What follows belongs to an exercise in optimizing a design on an open flow for small area; a production flow would make more cautious choices.
Only simulation tests tie the RTL to the original design; equivalence was not proved.
Power figures rest on the tool's default switching activity, not on a simulated workload.

==> flow/design.v <==
module cgra_trace_capture #(
    parameter int LANES = 16,
    parameter int DW    = 32,
    parameter int DEPTH = 8,
    parameter int CNT_W = 16
) (
    input  logic                  clock,
    input  logic                  reset,
    input  logic                  cap_start,
    input  logic                  cap_stop,
    input  logic [CNT_W-1:0]      cfg_frames,
    input  logic [LANES-1:0]      lane_valid,
    input  logic [LANES*DW-1:0]   lane_data,
    output logic                  busy,
    output logic [CNT_W-1:0]      drop_cnt,
    output logic                  out_valid,
    input  logic                  out_ready,
    output logic [LANES*(DW+1)-1:0] out_lanes,
    output logic [CNT_W-1:0]      out_seq
);
    localparam int FW = LANES * (DW + 1);
    localparam int AW = $clog2(DEPTH);
    localparam int SD = DEPTH - 1;   
    localparam logic [SD-1:0] FIRST = 1;
    logic             capture_q, drain_q;
    logic             has_budget_q;
    logic [CNT_W-1:0] rem_q;
    logic [CNT_W-1:0] seq_q;
    logic [CNT_W-1:0] drop_q;
    logic [AW:0]      count_q;
    logic [SD-1:0]    wr_q, rd_q;   
    logic [SD-1:0]    wr_n_q;       
    logic [FW-1:0]    head_q;
    logic [FW-1:0]    mem_q [SD];
    logic [FW-1:0]    frame, head_d;
    logic [SD-1:0]    wsel, wkeep, rsel;
    logic             idle, start, offer, pop, full, push, drop, budget_hit;
    logic             to_head, to_mem, from_mem, head_keep, head_new;
    always_comb begin
        for (int i = 0; i < LANES; i++) begin
            frame[i*(DW+1) +: DW+1] = {lane_valid[i], lane_data[i*DW +: DW]};
        end
    end
    assign idle       = !capture_q && !drain_q;
    assign start      = idle && cap_start;
    assign offer      = capture_q && (lane_valid != '0);
    assign out_valid  = (count_q != '0);
    assign pop        = out_valid && out_ready;
    assign full       = count_q[AW] && !pop;
    assign push       = offer && !full;
    assign drop       = offer && full;
    assign budget_hit = offer && has_budget_q && (rem_q == CNT_W'(1));
    assign to_head  = push && ((count_q == '0) || ((count_q == (AW+1)'(1)) && pop));
    assign to_mem   = push && !to_head;
    assign from_mem = pop && (count_q > (AW+1)'(1));
    always_ff @(posedge clock) begin
        if (reset) begin
            capture_q <= 1'b0;
            drain_q   <= 1'b0;
        end else if (start) begin
            capture_q <= 1'b1;
        end else if (capture_q) begin
            if (cap_stop || budget_hit) begin
                capture_q <= 1'b0;
                drain_q   <= 1'b1;
            end
        end else if (drain_q) begin
            if (!out_valid) drain_q <= 1'b0;
        end
    end
    always_ff @(posedge clock) begin
        if (start) begin
            rem_q        <= cfg_frames;
            has_budget_q <= (cfg_frames != '0);
        end else if (offer) begin
            rem_q        <= rem_q - 1'b1;
        end
    end
    always_ff @(posedge clock) begin
        if (reset || start) begin
            seq_q  <= '0;
            drop_q <= '0;
        end else begin
            if (push) seq_q <= seq_q + 1'b1;
            if (drop && (drop_q != '1)) drop_q <= drop_q + 1'b1;
        end
    end
    always_ff @(posedge clock) begin
        if (reset) begin
            count_q <= '0;
            wr_q    <= FIRST;
            wr_n_q  <= ~FIRST;
            rd_q    <= FIRST;
        end else begin
            if (push && !pop) count_q <= count_q + 1'b1;
            else if (pop && !push) count_q <= count_q - 1'b1;
            if (to_mem) begin
                wr_q   <= {wr_q[SD-2:0], wr_q[SD-1]};
                wr_n_q <= {wr_n_q[SD-2:0], wr_n_q[SD-1]};
            end
            if (from_mem) rd_q <= {rd_q[SD-2:0], rd_q[SD-1]};
        end
    end
    always_comb begin
        for (int r = 0; r < SD; r++) begin
            wsel[r]  = to_mem && wr_q[r];
            wkeep[r] = !to_mem || wr_n_q[r];
        end
    end
    always_ff @(posedge clock) begin
        for (int r = 0; r < SD; r++) begin
            mem_q[r] <= ({FW{wsel[r]}} & frame) | ({FW{wkeep[r]}} & mem_q[r]);
        end
    end
    assign head_keep = !reset && !pop;
    assign head_new  = !reset && to_head;
    always_comb begin
        for (int r = 0; r < SD; r++) rsel[r] = !reset && from_mem && rd_q[r];
    end
    always_comb begin
        head_d = ({FW{head_keep}} & head_q) | ({FW{head_new}} & frame);
        for (int r = 0; r < SD; r++) begin
            head_d = head_d | ({FW{rsel[r]}} & mem_q[r]);
        end
    end
    always_ff @(posedge clock) begin
        head_q <= head_d;
    end
    assign out_lanes = head_q;
    assign out_seq   = out_valid ? (seq_q - CNT_W'(count_q)) : '0;
    assign busy      = !idle;
    assign drop_cnt  = drop_q;
endmodule
==> flow/flow/run.sh <==
#!/bin/bash
# Own layout flow: the standard synthesis and layout, with
#  * a post-synthesis area remap of the head register mux's combinational cells (flow/remap.py),
#  * the port buffers made as the smallest buffer cell instead of the resizer's default pick,
#  * a clock tree with larger sink clusters and no dummy loads.
# Each tool's output goes to a log file of its own in this folder.
set -euo pipefail
R=orfs/results/${FLOW_PLATFORM}/cgra_trace_capture/base

bash standard.sh synth > 1_synth_standard.log 2>&1

python3 flow/remap.py "$R/1_2_yosys.v" > 1_remap.log 2>&1
rm -f "$R/1_synth.odb" "$R/1_synth.sdc"

CTS="-sink_clustering_enable -repair_clock_nets -dont_use_dummy_load"
CTS="$CTS $(cat flow/cts_args.txt)"
bash standard.sh \
  "BUFFER_PORTS_ARGS=-buffer_cell sky130_fd_sc_hd__buf_1" \
  "CTS_ARGS=$CTS" \
  finish > 2_layout.log 2>&1
==> flow/flow/cts_args.txt <==
-sink_clustering_size 20 -sink_clustering_max_diameter 80
==> flow/flow/remap.py <==
#!/usr/bin/env python3
"""Post-synthesis area remap of the head register's input mux (combinational cells only).

ABC maps each head_q bit's next value, keep & head | new & frame | from_mem & OR_r(rd_r & mem_r),
as a221o_1 <- a31oi_1 <- {a222oi_1, a22oi_1, a22oi_1}. This rewrites every such group into
three a222oi_1 feeding a nand3_1, with the seven row selects rd_r & from_mem made once (and2b_1)
and shared by all bits: the same function in less area. Registers are not touched. Buffers
left without a load are removed.
usage: remap.py netlist.v   (rewritten in place)
"""
import re
import sys
from collections import Counter, defaultdict

P = "sky130_fd_sc_hd__"
OUTS = ("X", "Y", "Q", "Q_N")
path = sys.argv[1]
text = open(path).read()

inst_re = re.compile(r"^  (" + P + r"\w+) (\S+)\s+\((.*?)\n  \);\n", re.S | re.M)
pin_re = re.compile(r"\.(\w+)\(([^()]*)\)")

insts = {}
order = []
for m in inst_re.finditer(text):
    cell, name, body = m.group(1), m.group(2), m.group(3)
    pins = {p: n for p, n in pin_re.findall(body)}
    insts[name] = [cell, pins, m.span()]
    order.append(name)

body_start = min(v[2][0] for v in insts.values())
rest = text[:body_start]  # header: ports and wires

def k(n):
    return n.strip()

uses = Counter()
drv = {}
for name, (cell, pins, _) in insts.items():
    for p, n in pins.items():
        if p in OUTS:
            drv[k(n)] = name
        else:
            uses[k(n)] += 1
outputs = set()
for m in re.finditer(r"^\s*output\s+(?:\[(\d+):(\d+)\]\s+)?(\S+);", rest, re.M):
    if m.group(1):
        for i in range(int(m.group(2)), int(m.group(1)) + 1):
            outputs.add(f"{m.group(3)}[{i}]")
    else:
        outputs.add(m.group(3))


def root(n):
    """Follow buffers back to the net they copy."""
    n = k(n)
    while n in drv:
        c, pins, _ = insts[drv[n]]
        if re.match(P + r"(clk)?buf_\d+$", c):
            n = k(pins["A"])
        else:
            break
    return n


def cell_of(n):
    d = drv.get(k(n))
    return (insts[d][0], d) if d else (None, None)


def single(n):
    return uses[k(n)] == 1 and k(n) not in outputs


new_cells = []  # (cell, name, [(pin, net)])
removed = set()
gate_nets = {}  # (b_root, rd_root) -> net
wires = []


def gated(b, r):
    key = (b, r)
    if key not in gate_nets:
        i = len(gate_nets)
        net = f"remap_rsel_{i}"
        gate_nets[key] = net
        wires.append(net)
        new_cells.append((P + "and2b_1", f"remap_rsel_g{i}", [("A_N", b + " " if b.startswith("\\") else b), ("B", r + " " if r.startswith("\\") else r), ("X", net)]))
    return gate_nets[key]


def pairs(name):
    c, pins, _ = insts[name]
    if c == P + "a222oi_1":
        return [(pins["A1"], pins["A2"]), (pins["B1"], pins["B2"]), (pins["C1"], pins["C2"])]
    if c == P + "a22oi_1":
        return [(pins["A1"], pins["A2"]), (pins["B1"], pins["B2"])]
    return None


count = 0
for name in order:
    cell, pins, _ = insts[name]
    if cell != P + "a221o_1":
        continue
    c1 = pins["C1"]
    c, a31 = cell_of(c1)
    if c != P + "a31oi_1" or not single(c1):
        continue
    ap = insts[a31][1]
    terms = []
    ok = True
    subs = []
    for p in ("A1", "A2", "A3"):
        cc, s = cell_of(ap[p])
        pr = pairs(s) if s else None
        if pr is None or not single(ap[p]) or s in removed:
            ok = False
            break
        subs.append(s)
        terms += pr
    if not ok or len(terms) != 7:
        continue
    b = root(ap["B1"])
    gterms = []
    for x, y in terms:
        xm = k(x).startswith("\\mem_q")
        ym = k(y).startswith("\\mem_q")
        if xm == ym:
            ok = False
            break
        d, s = (x, y) if xm else (y, x)
        gterms.append((gated(b, root(s)), d))
    if not ok:
        continue
    gterms.append((pins["A1"], pins["A2"]))
    gterms.append((pins["B1"], pins["B2"]))
    ys = []
    for j in range(3):
        t = gterms[3 * j:3 * j + 3]
        y = f"remap_y_{count}_{j}"
        wires.append(y)
        ys.append(y)
        new_cells.append((P + "a222oi_1", f"remap_m_{count}_{j}", [("A1", t[0][0]), ("A2", t[0][1]), ("B1", t[1][0]), ("B2", t[1][1]), ("C1", t[2][0]), ("C2", t[2][1]), ("Y", y)]))
    new_cells.append((P + "nand3_1", f"remap_n_{count}", [("A", ys[0]), ("B", ys[1]), ("C", ys[2]), ("Y", pins["X"])]))
    for s in [name, a31] + subs:
        removed.add(s)
    count += 1

# Drop buffers (and inverters) that no longer drive anything.
live_uses = Counter()
for name, (cell, pins, _) in insts.items():
    if name in removed:
        continue
    for p, n in pins.items():
        if p not in OUTS:
            live_uses[k(n)] += 1
for _, _, pl in new_cells:
    for p, n in pl:
        if p not in OUTS:
            live_uses[k(n)] += 1
changed = True
while changed:
    changed = False
    for name, (cell, pins, _) in insts.items():
        if name in removed or not re.match(P + r"(clk)?(buf|inv)_\d+$", cell):
            continue
        o = k(pins.get("X", pins.get("Y", "")))
        if live_uses[o] == 0 and o not in outputs:
            removed.add(name)
            live_uses[k(pins["A"])] -= 1
            changed = True


def fmt(cell, name, pl):
    body = ",\n".join(f"    .{p}({n})" for p, n in pl)
    return f"  {cell} {name} (\n{body}\n  );\n"


out = [rest.rstrip("\n") + "\n"]
out += [f"  wire {w};\n" for w in wires]
pos = body_start
for name in sorted(insts, key=lambda n: insts[n][2][0]):
    a, b = insts[name][2]
    out.append(text[pos:a])
    if name not in removed:
        out.append(text[a:b])
    pos = b
out += [fmt(*c) for c in new_cells]
out.append(text[pos:])
open(path, "w").write("".join(out))
print(f"remap: rewrote {count} head-mux groups with {len(gate_nets)} shared row selects; removed {len(removed)} cells, added {len(new_cells)}")
==> flow/standard.sh <==
#!/bin/bash
# synth_recipe.tcl (not shown) runs the flow's synth.tcl, then flattens the netlist and writes it again
# the make line also repeats each setting of config.mk as NAME=value (left out here)
make -C /OpenROAD-flow-scripts/flow DESIGN_CONFIG=/design/flow/config.mk WORK_HOME=/design/flow/orfs CLKGATE_MAP_FILE= SYNTH_SCRIPT=/design/flow/synth_recipe.tcl "${@:-finish}"
==> flow/config.mk <==
export PLATFORM = sky130hd
export DESIGN_NAME = cgra_trace_capture
export DESIGN_NICKNAME = cgra_trace_capture
export VERILOG_FILES = /design/flow/design.v
export SDC_FILE = /design/flow/constraint.sdc
export NUM_CORES = 4
export LEC_CHECK = 0
export CAP_MARGIN = 20
export CORE_MARGIN = 2
export CORE_UTILIZATION = 55
export PLACE_DENSITY = 0.65
export SLEW_MARGIN = 20
export SYNTH_MEMORY_MAX_BITS = 8192
==> flow/constraint.sdc <==
create_clock -name core_clock -period 10.0 [get_ports {clock}]
set_input_delay 2.0000 -clock core_clock [delete_from_list [all_inputs] [get_ports {clock}]]
set_output_delay 2.0000 -clock core_clock [all_outputs]
set_load 0.01 [all_outputs]
==> impl_results.md <==
* Routed WL at 541,000 um
* Avg Vias per Cell at 7.72
* Cells along the critical path: inv_1 -> ha_1 -> or4_1 -> or4_1 -> or3_1 -> a21oi_1 -> buf_1
* Routed via count at 121,000
* Pleak at 59.1 nW
* IO buf count at 1,110
* Worst Setup End Kind: primary output
* Int Power at 27.1 mW
* Critical path endpoint: out_seq[10]
* Worst EP required at 8.00 ns
* Pin count of the biggest net entering global routing at 148
* Critical path's slowest cell: or4_1
* Grt total ovfl at 0
* Total Neg Setup Slack at 0 ns
* Die ar. at 273,000 um2
* Worst path bufs/invs at 2
* Finished Layout Cells at 15,700
* Hold_buf cts at 0
* Hold path cells at 2
* Synthesis Warnings at 2
* Net Sw Frac at 0.299
* H-Tree Depth at 4
* Placement Cell Area at 151,000 um2
* Clock sink count at 4,300
* Largest stage delay on the critical path at 0.60 ns
* Startpoint types: flop
* Crit path DAT at 3.90 ns
* Worst Reg-to-Reg Cells at 9
* Synth Net Count at 12,600
* Hold Crit Class: reg2reg
* Area of the core at 268,000 um2
* Final HPWL DP at 274,000 um
* Die X at 522 um
* HP Start: mem_q[1][267]
* Critical path origin: count_q[3]
* Minimum clock period at 5.90 ns
* # fillers at 21,600
* Die H at 522 um
* Critical path's top delay family: simple AND/OR/NAND/NOR gates
* Most used cell, CP: or4_1
* Switch Pwr at 11.6 mW
* Comb pwr share at 0.185
* Worst setup path class: reg2out
* Drt first pass iters at 13
* Nets at 12,600
* Initial Utilization at 0.552
* GPL Wtd Cong at 0.871
* Clock tree buffer depth at 4
* R2R Path End: head_q[50]
* Layout cells sized above 1 at 0.0361
* First-pass GRT wire length at 792,000 um
* Worst reg2reg setup slack at 5.10 ns
* Register share of total power at 0.562
* Met3 WL at 74,000 um
* Inserted Clock Buffers at 240
* Max-slew headroom at 0.185
* Post-Syn Instances at 12,100
* Worst slew pin tran at 1.22 ns
* Clock power share at 0.253
* Final Max Tran Viols at 0
* Critical Path Stages at 7
* Post-CTS Setup Bufs at 0
* Resize count post-CTS at 0
* Worst clock skew at 0.0808 ns
* # IOs at 1,111
* Peak supply drop at 0.200 mV
* Worst-path clk slew at 0.09 ns
* RSZ-0062 raised after global routing: false
* Hold WS at 0.460 ns
* DRC Markers at 0
* Vias in the first global route at 120,000
* Cell Rows at 190
* Critical R2R Launch: count_q[1]
* Area Overhead vs Synth at 6.14%
* CP Max Fanout at 10
* Power Dens Cells at 246 nW/um2
* All-Layer GR Usage at 0.373
* Detail Route Antenna Nets at 0
* CTS tree: yes
* Top Metal Used: met5
* Drt wl/cell at 34.4 um
* Detailed Route Iter0 Violations at 21,500
* Tcrit/Tclk final at 0.590
* Synthesized area per cell at 12.3 um2
* Clk Latency, worst-skew pair at 0.95 ns
* Final setup fails at 0
* Met2 wire length at 233,000 um
* Maxcap violations at 0
* Final hold vios at 0
* Post-Syn Area at 148,000 um2
* Status: timing/DRC/antenna clean
* Placed Cells at 15,400
* Post-route cell area at 157,000 um2
* Achievable frequency at 170 MHz
* Antenna violations before repair at 215
* Wl on met1 at 206,000 um
* CTS Root Cell: clkbuf_16
worst min path at each step:
stage | endpoint | slack, ns
after floorplan | wr_q[0] | 0.43
after CTS | head_q[285] | 0.46
final | head_q[267] | 0.46
after detailed placement | mem_q[2][488] | 0.45
after global routing | head_q[477] | 0.47
after global placement | wr_q[0] | 0.45
state kept, by name, indices dropped and copies added, names as in the netlist, 4 cells and up:
| register | flops |
|---|---|
| rd_q | 7 |
| wr_n_q | 7 |
| wr_q | 7 |
| rem_q | 16 |
| seq_q | 16 |
| mem_q | 3696 |
| drop_q | 16 |
| head_q | 528 |
| count_q | 4 |
final cells by class:
cell class / count / area [um2] / share of cell area
Antenna cell: 122 / 305 / 0.00195
Clock buffer: 240 / 6010 / 0.0383
Inverter: 17 / 63.8 / 0.000407
Multi-Input combinational cell: 6219 / 53700 / 0.342
Sequential cell: 4300 / 86300 / 0.550
Tap cell: 3552 / 4440 / 0.0283
Timing Repair Buffer: 1272 / 6200 / 0.0395
cell usage in the layout, fill, tap and decap left out, drive strengths merged, types with 20 or more instances in the layout:
master	instances
a21oi	31
a222oi	1584
a22o	3702
buf	1271
clkbuf	241
dfxtp	4283
diode	122
mux2i	31
nand2	42
nand3	550
nor2	32
nor4	20
o21ai	22
or3	23
or4	29
stage by stage:
step                      total power, mW   util  setup slack (ns)
after detailed placement             28.9  0.563              3.87
after CTS                            38.5  0.585              4.07
after global routing                 40.0  0.586              3.97
after floorplan                      26.1      -              2.18
after global placement               28.6  0.563              3.95
final                                38.7  0.586              4.10
worst reg2reg max path, delay by kind of cell (launching register included):
kind	cells	cell delay, ns
adders and majority gates	1	0.23
and+or+nand+nor	2	0.75
buffers and inverters	4	2.44
AOI/OAI and AO/OA	2	1.01
DFF	1	0.38
power groups by stage:
stage	clock, mW	combinational, mW	sequential [mW]
6_report	9.79	7.15	21.7
5_1_grt	10.4	7.52	22.0
4_1_cts	9.84	6.97	21.6
3_5_place_dp	0	6.93	22.0
3_3_place_gp	0	6.75	21.9
2_1_floorplan	0	4.27	21.9
metal layers:
layer	up-vias	track usage
met2	8833	0.550
met3	1400	0.121
met5	-	0
met1	61100	0.486
met4	174	0.198
li1	49800	-

[static timing again, ports no longer ideal]
Ports are ideal in the flow. The routed layout listed here was re-timed in OpenROAD.
Step 1 (the two cells are an assumption about what drives the block):
set clk [get_ports {clock}]
set_driving_cell -lib_cell sky130_fd_sc_hd__clkbuf_16 $clk
set_driving_cell -lib_cell sky130_fd_sc_hd__buf_2 [delete_from_list [all_inputs] $clk]
Step 2 moves the port delays by t, midway between the first and last clock arrival at a register: inputs arrive t later, outputs are due t later. That takes back most of the time a late clock gives input paths.
a / b / c = ideal / step 1 / step 2; a / b = the first two.
t, ns: 1.035
slack for setup (ns): 4.100 / 3.993 / 3.605
hold slack, ns: 0.460 / 0.460 / 0.460
worst setup path at the end: input to register
cell pins on the clock port's net: 1
After both steps this run still meets setup and hold. For this run, drivers alone change the setup slack by -0.107 ns; drivers and shift together by -0.495 ns.
